This design comes from an exercise in tuning for small area on the open sky130 flow, not from production work. Only simulation tests tie the RTL to the original design; equivalence was not proved. Power is estimated from default activity; no workload was simulated.

--- design.v ---
`timescale 1ns/1ps
`default_nettype none
package notePkg;
	typedef logic [9:0] noteCoord;
	typedef logic [7:0] pixelXCoord;
	typedef logic [6:0] pixelYCoord;
	typedef logic [5:0] noteNumber;
	typedef logic [2:0] pixelColor;
	localparam int noteSpacing = 10;
	localparam int noteWidth = 2;
	localparam int noteHeight = 2;
	localparam pixelColor noteColor = 3'b011;
	localparam pixelColor backgroundColor = 3'b000;
endpackage
`default_nettype wire
`timescale 1ns/1ps
`default_nettype none
module objetoNotas
(
	input wire logic clk,
	input wire logic reset,
	input wire logic [5:0] numeroNota,
	input wire logic [9:0] posicionYNotaCancion1,
	input wire logic cuente,
	input wire logic movimientoIzquierda,
	input wire logic movimientoDerecha,
	input wire logic [7:0] x,
	input wire logic [6:0] y,
	output logic [2:0] color,
	output logic notaActiva
);
	localparam int noteCount = 23;
	logic [8:0] scrollPhase;
	logic [noteCount-1:0][7:0] yStore;
	logic [noteCount-1:0][8:0] xStore;
	logic hit;
	logic [6:0] loadY;
	logic [noteCount-1:0] loadMask;
	logic [8:0] loadHalfX;
	logic [8:0] loadXCode;
	logic [7:0] yCode;
	logic [7:0] loadYCode;
	assign loadY = posicionYNotaCancion1[6:0];
	for (genvar i = 0; i < noteCount; i++)
	begin : decode
		assign loadMask[i] = cuente && (numeroNota == 6'(i + 1));
	end
	assign loadHalfX = scrollPhase + 9'(numeroNota) * 9'd5;
	assign loadXCode = loadHalfX ^ (loadHalfX >> 1);
	always_comb
	begin
		case (loadY)
			7'd0: yCode = 8'h00;
			7'd1: yCode = 8'h01;
			7'd2: yCode = 8'h03;
			7'd3: yCode = 8'h07;
			7'd4: yCode = 8'h06;
			7'd5: yCode = 8'h0e;
			7'd6: yCode = 8'h0c;
			7'd7: yCode = 8'h08;
			7'd8: yCode = 8'h09;
			7'd9: yCode = 8'h0b;
			7'd10: yCode = 8'h1b;
			7'd11: yCode = 8'h1f;
			7'd12: yCode = 8'h1e;
			7'd13: yCode = 8'h1c;
			7'd14: yCode = 8'h18;
			7'd15: yCode = 8'h10;
			7'd16: yCode = 8'h11;
			7'd17: yCode = 8'h13;
			7'd18: yCode = 8'h17;
			7'd19: yCode = 8'h16;
			7'd20: yCode = 8'h36;
			7'd21: yCode = 8'h34;
			7'd22: yCode = 8'h30;
			7'd23: yCode = 8'h31;
			7'd24: yCode = 8'h33;
			7'd25: yCode = 8'h3b;
			7'd26: yCode = 8'h3f;
			7'd27: yCode = 8'h3e;
			7'd28: yCode = 8'h3c;
			7'd29: yCode = 8'h38;
			7'd30: yCode = 8'h28;
			7'd31: yCode = 8'h29;
			7'd32: yCode = 8'h2b;
			7'd33: yCode = 8'h2f;
			7'd34: yCode = 8'h2e;
			7'd35: yCode = 8'h26;
			7'd36: yCode = 8'h24;
			7'd37: yCode = 8'h20;
			7'd38: yCode = 8'h21;
			7'd39: yCode = 8'h23;
			7'd40: yCode = 8'h63;
			7'd41: yCode = 8'h67;
			7'd42: yCode = 8'h66;
			7'd43: yCode = 8'h64;
			7'd44: yCode = 8'h60;
			7'd45: yCode = 8'h68;
			7'd46: yCode = 8'h69;
			7'd47: yCode = 8'h6b;
			7'd48: yCode = 8'h6f;
			7'd49: yCode = 8'h6e;
			7'd50: yCode = 8'h7e;
			7'd51: yCode = 8'h7c;
			7'd52: yCode = 8'h78;
			7'd53: yCode = 8'h79;
			7'd54: yCode = 8'h7b;
			7'd55: yCode = 8'h73;
			7'd56: yCode = 8'h77;
			7'd57: yCode = 8'h76;
			7'd58: yCode = 8'h74;
			7'd59: yCode = 8'h70;
			7'd60: yCode = 8'h50;
			7'd61: yCode = 8'h51;
			7'd62: yCode = 8'h53;
			7'd63: yCode = 8'h57;
			7'd64: yCode = 8'h56;
			7'd65: yCode = 8'h5e;
			7'd66: yCode = 8'h5c;
			7'd67: yCode = 8'h58;
			7'd68: yCode = 8'h59;
			7'd69: yCode = 8'h5b;
			7'd70: yCode = 8'h4b;
			7'd71: yCode = 8'h4f;
			7'd72: yCode = 8'h4e;
			7'd73: yCode = 8'h4c;
			7'd74: yCode = 8'h48;
			7'd75: yCode = 8'h40;
			7'd76: yCode = 8'h41;
			7'd77: yCode = 8'h43;
			7'd78: yCode = 8'h47;
			7'd79: yCode = 8'h46;
			7'd80: yCode = 8'hc6;
			7'd81: yCode = 8'hc4;
			7'd82: yCode = 8'hc0;
			7'd83: yCode = 8'hc1;
			7'd84: yCode = 8'hc3;
			7'd85: yCode = 8'hcb;
			7'd86: yCode = 8'hcf;
			7'd87: yCode = 8'hce;
			7'd88: yCode = 8'hcc;
			7'd89: yCode = 8'hc8;
			7'd90: yCode = 8'hd8;
			7'd91: yCode = 8'hd9;
			7'd92: yCode = 8'hdb;
			7'd93: yCode = 8'hdf;
			7'd94: yCode = 8'hde;
			7'd95: yCode = 8'hd6;
			7'd96: yCode = 8'hd4;
			7'd97: yCode = 8'hd0;
			7'd98: yCode = 8'hd1;
			7'd99: yCode = 8'hd3;
			7'd100: yCode = 8'h93;
			7'd101: yCode = 8'h97;
			7'd102: yCode = 8'h96;
			7'd103: yCode = 8'h94;
			7'd104: yCode = 8'h90;
			7'd105: yCode = 8'h98;
			7'd106: yCode = 8'h99;
			7'd107: yCode = 8'h9b;
			7'd108: yCode = 8'h9f;
			7'd109: yCode = 8'h9e;
			7'd110: yCode = 8'h8e;
			7'd111: yCode = 8'h8c;
			7'd112: yCode = 8'h88;
			7'd113: yCode = 8'h89;
			7'd114: yCode = 8'h8b;
			7'd115: yCode = 8'h83;
			7'd116: yCode = 8'h87;
			7'd117: yCode = 8'h86;
			7'd118: yCode = 8'h84;
			7'd119: yCode = 8'h80;
			7'd120: yCode = 8'ha0;
			7'd121: yCode = 8'ha1;
			7'd122: yCode = 8'ha3;
			7'd123: yCode = 8'ha7;
			7'd124: yCode = 8'ha6;
			7'd125: yCode = 8'hae;
			7'd126: yCode = 8'hac;
			7'd127: yCode = 8'ha8;
			default: yCode = 8'h00;
		endcase
	end
	assign loadYCode = {(posicionYNotaCancion1[9:7] == 3'd0) ? yCode[7:5] : 3'b111, yCode[4:0]};
	for (genvar i = 0; i < noteCount; i++)
	begin : slot
		always_ff @(posedge clk)
		begin
			if (loadMask[i])
			begin
				xStore[i] <= loadXCode;
				yStore[i][4:0] <= loadYCode[4:0];
			end
			if (reset)
			begin
				yStore[i][7:5] <= 3'b111;
			end
			else if (loadMask[i])
			begin
				yStore[i][7:5] <= loadYCode[7:5];
			end
		end
	end
	always_ff @(posedge clk)
	begin
		if (!cuente)
		begin
			if (movimientoIzquierda)
			begin
				scrollPhase <= scrollPhase + 9'd5;
			end
			else if (movimientoDerecha)
			begin
				scrollPhase <= scrollPhase - 9'd5;
			end
		end
	end
	logic [8:0] queryHalfX;
	logic [8:0] queryHalfXLess;
	logic twoColumns;
	logic [8:0] xGray;
	logic [8:0] xFree;
	logic [8:0] xMust1;
	logic [8:0] xMust0;
	logic [7:0] yMust1;
	logic [7:0] yMust0;
	logic [noteCount-1:0] noteHit;
	assign queryHalfX = scrollPhase + 9'(x[7:1]);
	assign queryHalfXLess = queryHalfX - 9'd1;
	assign twoColumns = !x[0] && (x[7:1] != 7'd0);
	assign xGray = queryHalfX ^ (queryHalfX >> 1);
	assign xFree = twoColumns ? (xGray ^ queryHalfXLess ^ (queryHalfXLess >> 1)) : 9'd0;
	assign xMust1 = xGray & ~xFree;
	assign xMust0 = ~xGray & ~xFree;
	always_comb
	begin
		case (y)
			7'd0: begin yMust1 = 8'h00; yMust0 = 8'hff; end
			7'd1: begin yMust1 = 8'h00; yMust0 = 8'hfe; end
			7'd2: begin yMust1 = 8'h00; yMust0 = 8'hfc; end
			7'd3: begin yMust1 = 8'h01; yMust0 = 8'hf8; end
			7'd4: begin yMust1 = 8'h02; yMust0 = 8'hf8; end
			7'd5: begin yMust1 = 8'h06; yMust0 = 8'hf0; end
			7'd6: begin yMust1 = 8'h04; yMust0 = 8'hf1; end
			7'd7: begin yMust1 = 8'h08; yMust0 = 8'hf1; end
			7'd8: begin yMust1 = 8'h08; yMust0 = 8'hf2; end
			7'd9: begin yMust1 = 8'h08; yMust0 = 8'hf4; end
			7'd10: begin yMust1 = 8'h09; yMust0 = 8'he4; end
			7'd11: begin yMust1 = 8'h0b; yMust0 = 8'he0; end
			7'd12: begin yMust1 = 8'h1a; yMust0 = 8'he0; end
			7'd13: begin yMust1 = 8'h1c; yMust0 = 8'he0; end
			7'd14: begin yMust1 = 8'h18; yMust0 = 8'he1; end
			7'd15: begin yMust1 = 8'h10; yMust0 = 8'he3; end
			7'd16: begin yMust1 = 8'h10; yMust0 = 8'he6; end
			7'd17: begin yMust1 = 8'h10; yMust0 = 8'hec; end
			7'd18: begin yMust1 = 8'h11; yMust0 = 8'he8; end
			7'd19: begin yMust1 = 8'h12; yMust0 = 8'he8; end
			7'd20: begin yMust1 = 8'h16; yMust0 = 8'hc8; end
			7'd21: begin yMust1 = 8'h14; yMust0 = 8'hc9; end
			7'd22: begin yMust1 = 8'h30; yMust0 = 8'hc9; end
			7'd23: begin yMust1 = 8'h30; yMust0 = 8'hca; end
			7'd24: begin yMust1 = 8'h30; yMust0 = 8'hcc; end
			7'd25: begin yMust1 = 8'h31; yMust0 = 8'hc4; end
			7'd26: begin yMust1 = 8'h33; yMust0 = 8'hc0; end
			7'd27: begin yMust1 = 8'h3a; yMust0 = 8'hc0; end
			7'd28: begin yMust1 = 8'h3c; yMust0 = 8'hc0; end
			7'd29: begin yMust1 = 8'h38; yMust0 = 8'hc1; end
			7'd30: begin yMust1 = 8'h28; yMust0 = 8'hc3; end
			7'd31: begin yMust1 = 8'h28; yMust0 = 8'hc6; end
			7'd32: begin yMust1 = 8'h28; yMust0 = 8'hd4; end
			7'd33: begin yMust1 = 8'h29; yMust0 = 8'hd0; end
			7'd34: begin yMust1 = 8'h2a; yMust0 = 8'hd0; end
			7'd35: begin yMust1 = 8'h26; yMust0 = 8'hd0; end
			7'd36: begin yMust1 = 8'h24; yMust0 = 8'hd1; end
			7'd37: begin yMust1 = 8'h20; yMust0 = 8'hd9; end
			7'd38: begin yMust1 = 8'h20; yMust0 = 8'hda; end
			7'd39: begin yMust1 = 8'h20; yMust0 = 8'hdc; end
			7'd40: begin yMust1 = 8'h21; yMust0 = 8'h9c; end
			7'd41: begin yMust1 = 8'h23; yMust0 = 8'h98; end
			7'd42: begin yMust1 = 8'h62; yMust0 = 8'h98; end
			7'd43: begin yMust1 = 8'h64; yMust0 = 8'h98; end
			7'd44: begin yMust1 = 8'h60; yMust0 = 8'h99; end
			7'd45: begin yMust1 = 8'h60; yMust0 = 8'h93; end
			7'd46: begin yMust1 = 8'h60; yMust0 = 8'h96; end
			7'd47: begin yMust1 = 8'h68; yMust0 = 8'h94; end
			7'd48: begin yMust1 = 8'h69; yMust0 = 8'h90; end
			7'd49: begin yMust1 = 8'h6a; yMust0 = 8'h90; end
			7'd50: begin yMust1 = 8'h6e; yMust0 = 8'h80; end
			7'd51: begin yMust1 = 8'h6c; yMust0 = 8'h81; end
			7'd52: begin yMust1 = 8'h78; yMust0 = 8'h81; end
			7'd53: begin yMust1 = 8'h78; yMust0 = 8'h82; end
			7'd54: begin yMust1 = 8'h78; yMust0 = 8'h84; end
			7'd55: begin yMust1 = 8'h71; yMust0 = 8'h84; end
			7'd56: begin yMust1 = 8'h73; yMust0 = 8'h80; end
			7'd57: begin yMust1 = 8'h72; yMust0 = 8'h88; end
			7'd58: begin yMust1 = 8'h74; yMust0 = 8'h88; end
			7'd59: begin yMust1 = 8'h70; yMust0 = 8'h89; end
			7'd60: begin yMust1 = 8'h50; yMust0 = 8'h8b; end
			7'd61: begin yMust1 = 8'h50; yMust0 = 8'h8e; end
			7'd62: begin yMust1 = 8'h50; yMust0 = 8'hac; end
			7'd63: begin yMust1 = 8'h51; yMust0 = 8'ha8; end
			7'd64: begin yMust1 = 8'h52; yMust0 = 8'ha8; end
			7'd65: begin yMust1 = 8'h56; yMust0 = 8'ha0; end
			7'd66: begin yMust1 = 8'h54; yMust0 = 8'ha1; end
			7'd67: begin yMust1 = 8'h58; yMust0 = 8'ha1; end
			7'd68: begin yMust1 = 8'h58; yMust0 = 8'ha2; end
			7'd69: begin yMust1 = 8'h58; yMust0 = 8'ha4; end
			7'd70: begin yMust1 = 8'h49; yMust0 = 8'ha4; end
			7'd71: begin yMust1 = 8'h4b; yMust0 = 8'ha0; end
			7'd72: begin yMust1 = 8'h4a; yMust0 = 8'hb0; end
			7'd73: begin yMust1 = 8'h4c; yMust0 = 8'hb0; end
			7'd74: begin yMust1 = 8'h48; yMust0 = 8'hb1; end
			7'd75: begin yMust1 = 8'h40; yMust0 = 8'hb3; end
			7'd76: begin yMust1 = 8'h40; yMust0 = 8'hb6; end
			7'd77: begin yMust1 = 8'h40; yMust0 = 8'hbc; end
			7'd78: begin yMust1 = 8'h41; yMust0 = 8'hb8; end
			7'd79: begin yMust1 = 8'h42; yMust0 = 8'hb8; end
			7'd80: begin yMust1 = 8'h46; yMust0 = 8'h38; end
			7'd81: begin yMust1 = 8'h44; yMust0 = 8'h39; end
			7'd82: begin yMust1 = 8'hc0; yMust0 = 8'h39; end
			7'd83: begin yMust1 = 8'hc0; yMust0 = 8'h3a; end
			7'd84: begin yMust1 = 8'hc0; yMust0 = 8'h3c; end
			7'd85: begin yMust1 = 8'hc1; yMust0 = 8'h34; end
			7'd86: begin yMust1 = 8'hc3; yMust0 = 8'h30; end
			7'd87: begin yMust1 = 8'hca; yMust0 = 8'h30; end
			7'd88: begin yMust1 = 8'hcc; yMust0 = 8'h30; end
			7'd89: begin yMust1 = 8'hc8; yMust0 = 8'h31; end
			7'd90: begin yMust1 = 8'hc8; yMust0 = 8'h23; end
			7'd91: begin yMust1 = 8'hc8; yMust0 = 8'h26; end
			7'd92: begin yMust1 = 8'hd8; yMust0 = 8'h24; end
			7'd93: begin yMust1 = 8'hd9; yMust0 = 8'h20; end
			7'd94: begin yMust1 = 8'hda; yMust0 = 8'h20; end
			7'd95: begin yMust1 = 8'hd6; yMust0 = 8'h20; end
			7'd96: begin yMust1 = 8'hd4; yMust0 = 8'h21; end
			7'd97: begin yMust1 = 8'hd0; yMust0 = 8'h29; end
			7'd98: begin yMust1 = 8'hd0; yMust0 = 8'h2a; end
			7'd99: begin yMust1 = 8'hd0; yMust0 = 8'h2c; end
			7'd100: begin yMust1 = 8'h91; yMust0 = 8'h2c; end
			7'd101: begin yMust1 = 8'h93; yMust0 = 8'h28; end
			7'd102: begin yMust1 = 8'h92; yMust0 = 8'h68; end
			7'd103: begin yMust1 = 8'h94; yMust0 = 8'h68; end
			7'd104: begin yMust1 = 8'h90; yMust0 = 8'h69; end
			7'd105: begin yMust1 = 8'h90; yMust0 = 8'h63; end
			7'd106: begin yMust1 = 8'h90; yMust0 = 8'h66; end
			7'd107: begin yMust1 = 8'h98; yMust0 = 8'h64; end
			7'd108: begin yMust1 = 8'h99; yMust0 = 8'h60; end
			7'd109: begin yMust1 = 8'h9a; yMust0 = 8'h60; end
			7'd110: begin yMust1 = 8'h8e; yMust0 = 8'h60; end
			7'd111: begin yMust1 = 8'h8c; yMust0 = 8'h61; end
			7'd112: begin yMust1 = 8'h88; yMust0 = 8'h71; end
			7'd113: begin yMust1 = 8'h88; yMust0 = 8'h72; end
			7'd114: begin yMust1 = 8'h88; yMust0 = 8'h74; end
			7'd115: begin yMust1 = 8'h81; yMust0 = 8'h74; end
			7'd116: begin yMust1 = 8'h83; yMust0 = 8'h70; end
			7'd117: begin yMust1 = 8'h82; yMust0 = 8'h78; end
			7'd118: begin yMust1 = 8'h84; yMust0 = 8'h78; end
			7'd119: begin yMust1 = 8'h80; yMust0 = 8'h79; end
			7'd120: begin yMust1 = 8'h80; yMust0 = 8'h5b; end
			7'd121: begin yMust1 = 8'h80; yMust0 = 8'h5e; end
			7'd122: begin yMust1 = 8'ha0; yMust0 = 8'h5c; end
			7'd123: begin yMust1 = 8'ha1; yMust0 = 8'h58; end
			7'd124: begin yMust1 = 8'ha2; yMust0 = 8'h58; end
			7'd125: begin yMust1 = 8'ha6; yMust0 = 8'h50; end
			7'd126: begin yMust1 = 8'ha4; yMust0 = 8'h51; end
			7'd127: begin yMust1 = 8'ha8; yMust0 = 8'h51; end
			default: begin yMust1 = 8'h00; yMust0 = 8'h00; end
		endcase
	end
	for (genvar i = 0; i < noteCount; i++)
	begin : test
		assign noteHit[i] = ((xStore[i] & xMust0) | (~xStore[i] & xMust1)) == 9'd0
			&& ((yStore[i] & yMust0) | (~yStore[i] & yMust1)) == 8'd0;
	end
	always_ff @(posedge clk)
	begin
		if (reset)
		begin
			hit <= 1'b0;
		end
		else
		begin
			hit <= |noteHit;
		end
	end
	assign notaActiva = hit;
	assign color = {1'b0, hit, hit};
endmodule
`default_nettype wire
--- run.sh ---
#!/bin/bash
# synth_recipe.tcl (not shown) runs the flow's synth.tcl, then flattens the netlist and writes it again
# the make line also repeats each setting of config.mk as NAME=value (left out here)
make -C /OpenROAD-flow-scripts/flow DESIGN_CONFIG=/design/flow/config.mk WORK_HOME=/design/flow/orfs CLKGATE_MAP_FILE= SYNTH_SCRIPT=/design/flow/synth_recipe.tcl finish
--- config.mk ---
export PLATFORM = sky130hd
export DESIGN_NAME = objetoNotas
export DESIGN_NICKNAME = objetoNotas
export VERILOG_FILES = /design/flow/design.v
export SDC_FILE = /design/flow/constraint.sdc
export NUM_CORES = 4
export LEC_CHECK = 0
export CAP_MARGIN = 20
export CORE_MARGIN = 2
export CORE_UTILIZATION = 40
export SLEW_MARGIN = 20
--- constraint.sdc ---
create_clock -name core_clock -period 5.0 [get_ports {clk}]
set_input_delay 1.0000 -clock core_clock [delete_from_list [all_inputs] [get_ports {clk}]]
set_output_delay 1.0000 -clock core_clock [all_outputs]
set_load 0.01 [all_outputs]
==> results.txt <==
[through the flow]
step | cell area (sq um) | utilization [%] | power, mW | TNS, ns
2_1_floorplan | 23000 | - | 8.35 | 0
3_3_place_gp | 27200 | 48.1 | 11.8 | -0.802
3_5_place_dp | 27200 | 48.1 | 11.9 | -0.887
4_1_cts | 28700 | 50.8 | 15.2 | 0
5_1_grt | 28900 | 51.2 | 16.0 | -0.00246
6_report | 28900 | 51.2 | 15.3 | 0
[report_power, final]
| part | switching, mW | internal (mW) |
|---|---|---|
| sequential | 0.0617 | 4.45 |
| clock | 1.34 | 1.86 |
| combinational | 4.43 | 3.15 |
| total | 5.83 | 9.47 |
[area by class of cell]
| cell class | count | area share (%) |
|---|---|---|
| flip-flops and latches | 401 | 39.2 |
| well taps | 756 | 3.27 |
| diodes | 1 | 0.00866 |
| clock inverters | 17 | 0.558 |
| repair buffers | 462 | 13.4 |
| clock buffers | 61 | 4.24 |
| inverters | 93 | 1.23 |
| multi-input cells | 1496 | 38.1 |
[layer usage]
layer / vias to the layer above / wire length, microns / track usage [%]
met5: - / 0 / 0
met4: 0 / 3550 / 10.6
met3: 152 / 6110 / 3.48
met2: 862 / 37500 / 44.5
met1: 9707 / 33500 / 35.8
li1: 8832 / - / -
[cell families after synthesis]
family,after synthesis
compound gates,610
xor+xnor,203
fa+ha+maj,50
buf+inv,226
flops,401
mux,55
other cells,1
simple gates,577
[state kept, by name, summed over array words and instances, names as in the netlist]
register and cells:
hit 1, scrollPhase 9, xStore 207, yStore 184
[cells in the mapped netlist (11+ instances only)]
master and n:
a221oi_1 32, nor2b_1 26, o22ai_1 34, xnor2_1 88, o21ai_0 80, nand3_1 48, edfxtp_1 331, nor3_1 42
inv_1 89, o2111ai_1 20, o21bai_1 11, nand2b_1 19, buf_2 33, o21ai_1 11, xor2_1 101, mux2i_1 49
nor2_1 156, a211oi_1 37, o221ai_1 25, nand2_1 160, dfxtp_1 70, nand4_1 21, buf_1 12, buf_4 16
a2111oi_0 22, a22oi_1 13, a31oi_1 18, a211o_1 76, ha_1 43, clkbuf_1 66, a21oi_1 104, nor4_1 24
o211ai_1 21
[what timing repair did]
item                                    in CTS  in global routing
gates resized for setup                     24                 32
setup buffers                                3                  1
gates cloned                                 0                  0
pin swaps                                   11                 22
endpoints found under the setup margin       1                  1
[final timing paths]
| path | from | end | slack, ns | cells after the start |
|---|---|---|---|---|
| hold reg to reg | yStore[167]$_SDFFE_PP1P_ | yStore[167]$_SDFFE_PP1P_ | 0.48 | 1 |
| setup / recovery | x[3] | hit$_SDFF_PP0_ | 0.21 | 21 |
| setup reg to reg | scrollPhase[1]$_DFFE_PP_ | hit$_SDFF_PP0_ | 0.38 | 23 |
| hold / removal | yStore[167]$_SDFFE_PP1P_ | yStore[167]$_SDFFE_PP1P_ | 0.48 | 1 |
[worst max-delay path, cell delays in order]
cell and delay [ns]:
clkdlybuf4s50_1 0.47, ha_4 0.20, buf_4 0.15, a21o_1 0.20, a221oi_4 0.32, xnor2_2 0.19
clkinv_4 0.10, ha_4 0.30, buf_4 0.13, nand2b_1 0.13, nand4_1 0.11, a21oi_2 0.15
o221ai_2 0.13, a2111oi_4 0.31, nand4_1 0.27, a2111oi_4 0.42, nand2_1 0.11, o211ai_1 0.11
nor3_1 0.07, o211a_1 0.23, a41oi_2 0.19
==> results.txt <==
- Clock Sinks: roughly 400
- Grt ovf: 0
- Worst slew pin tran: 1.06 ns
- Placed Cells: ~3200
- Critical path capture point type: flip-flop
- CTS max path bufs: 3
- Via count: 19600
- Worst EP required: 5.49 ns
- Worst Hold Class: flip-flop to flip-flop
- Simple-gate share of the synthesized area: 12.4%
- Mapped cell area: between 0.02 and 0.025 sq mm
- # nets final: 2582
- CTS root buf: clkbuf_16
- Layout area overhead: 26.0%
- Clk latency of the worst-skew pair: 0.56 ns
- Worst vdd ir: about 0.51 mV
- Main combinational cell family by area after synthesis: compound AO/OA/AOI/OAI gates
- I/O Buffers: 38
- Worst setup SP type: primary input
- RePlAce Congestion: about 0.96
- Post-Synth XOR/XNOR Area: 8.60%
- Max-cap violations: 0
- Final Skew: 0.0140 ns
- Chip width: 243 microns
- Synthesized flop and latch total: 401
- Slew margin rel.: 29.1%
- Cells after synthesis: 2123
- Pin count of the biggest net entering global routing: 48
- Die height: 243 microns
- Wire per inst: 24.5 microns
- Hold_buf cts: 0
- Fmax: 209 MHz
- DR DRC count: 0
- HPWL after DPL: 58500 microns
- Fin crit share: 95.8%
- Syn Area/Cell: 10.8 sq um
- Leading post-synthesis cells by cell area: edfxtp_1 43%, dfxtp_1 6.1%, xor2_1 3.9%, xnor2_1 3.4%, a211o_1 2.9%
- Yosys cell types: 114
- Num rows: 87
- Die area: a little under 0.06 sq mm
- P_leak: 10.9 nW
- Number of fill cells: 5010
- Number of synthesized flops with an enable pin: around 330
- Post-route setup slack: 0.211 ns
- Post-synth top flop: edfxtp_1
- Fin cells: roughly 3300
- Core region area: between 0.05 and 0.06 sq mm
- Clk slew on worst S/H paths: 0.07 ns
- YS warnings: 1
- Share of layout cells above drive strength 1: between 20% and 30%
- Gr usage total: 26.9%
- Sequential cell area: ~0.011 sq mm
- CTS H-tree depth: 2
- CP Class: primary input to flip-flop
- Async S/R FF share, synth: 0%
- CTS tree: done
- Seq/Total Area, Yosys: 49.4%
- First-pass GRT wire length: ~120000 microns
- Arrival @ worst endpoint: approximately 5.3 ns
- Total CTS buffers: 42
- Most common cell after layout, fill and taps aside: buf_4
- Antenna-violating nets left: 0
- Antenna violations before repair: 0
- Initial core utilization: between 40% and 50%
- Synth top area share: 43.3%
- DR pass1 iterations: 6
- Final count of hold timing violations: 0
- IO Pins: 40
- Final slew viol count: 0
- Final setup viols: 0
- Number of global-route vias before repair: 19200
- Run status: complete, no violations
- Drt total wl: between 80000 and 90000 microns
- Multi-input logic area: 0.0110 sq mm
- DR iter-0 viols: 2299
- Adder-cell share of the synthesized area: between 2 and 3%
- Hold slack: 0.485 ns
- Biggest area consumer among synthesized cells: edfxtp_1
- Syn Nets: 2209
- Pre-CTS setup slack: -0.887 ns
- Multiplexer area fraction after synthesis: 2.48%
- Routed vias/inst: 5.95
- Max Fanout on Critical Path: 5
- PD cells: 529 mW/mm^2
- Synth Area in Compound Gates: between 10% and 20%
- Post-layout min period: 4.79 ns
- Most frequent cells in the layout: 399 x buf_4, 331 x edfxtp_1, 160 x nand2_1, 154 x nor2_1

-- static timing again, ports no longer ideal --
How much do the figures lean on ideal ports? The routed layout below was timed once more, with nothing changed but the port constraints.
Step 1 assumes that a clkbuf_16 drives the clock port and a buf_2 every other input.
Step 2 times the ports against the registers' clock, not the clock port: input delays grow and output delays shrink by t, the midpoint of the rising clock arrivals with the driver on.
Three values: no drivers, after step 1, after step 2; two values: the first two.
t, ns: 0.613
slack for setup (ns): 0.211 / 0.245 / -0.367
worst setup path at the end: input to register
worst register clock-pin slew, ns: 0.07 / 0.07
pins driven straight from the clock port: 1
Met with ideal ports but missed after step 2: setup timing in this run. The setup slack of this run moves by +0.034 ns with the drivers and by -0.578 ns with both steps.
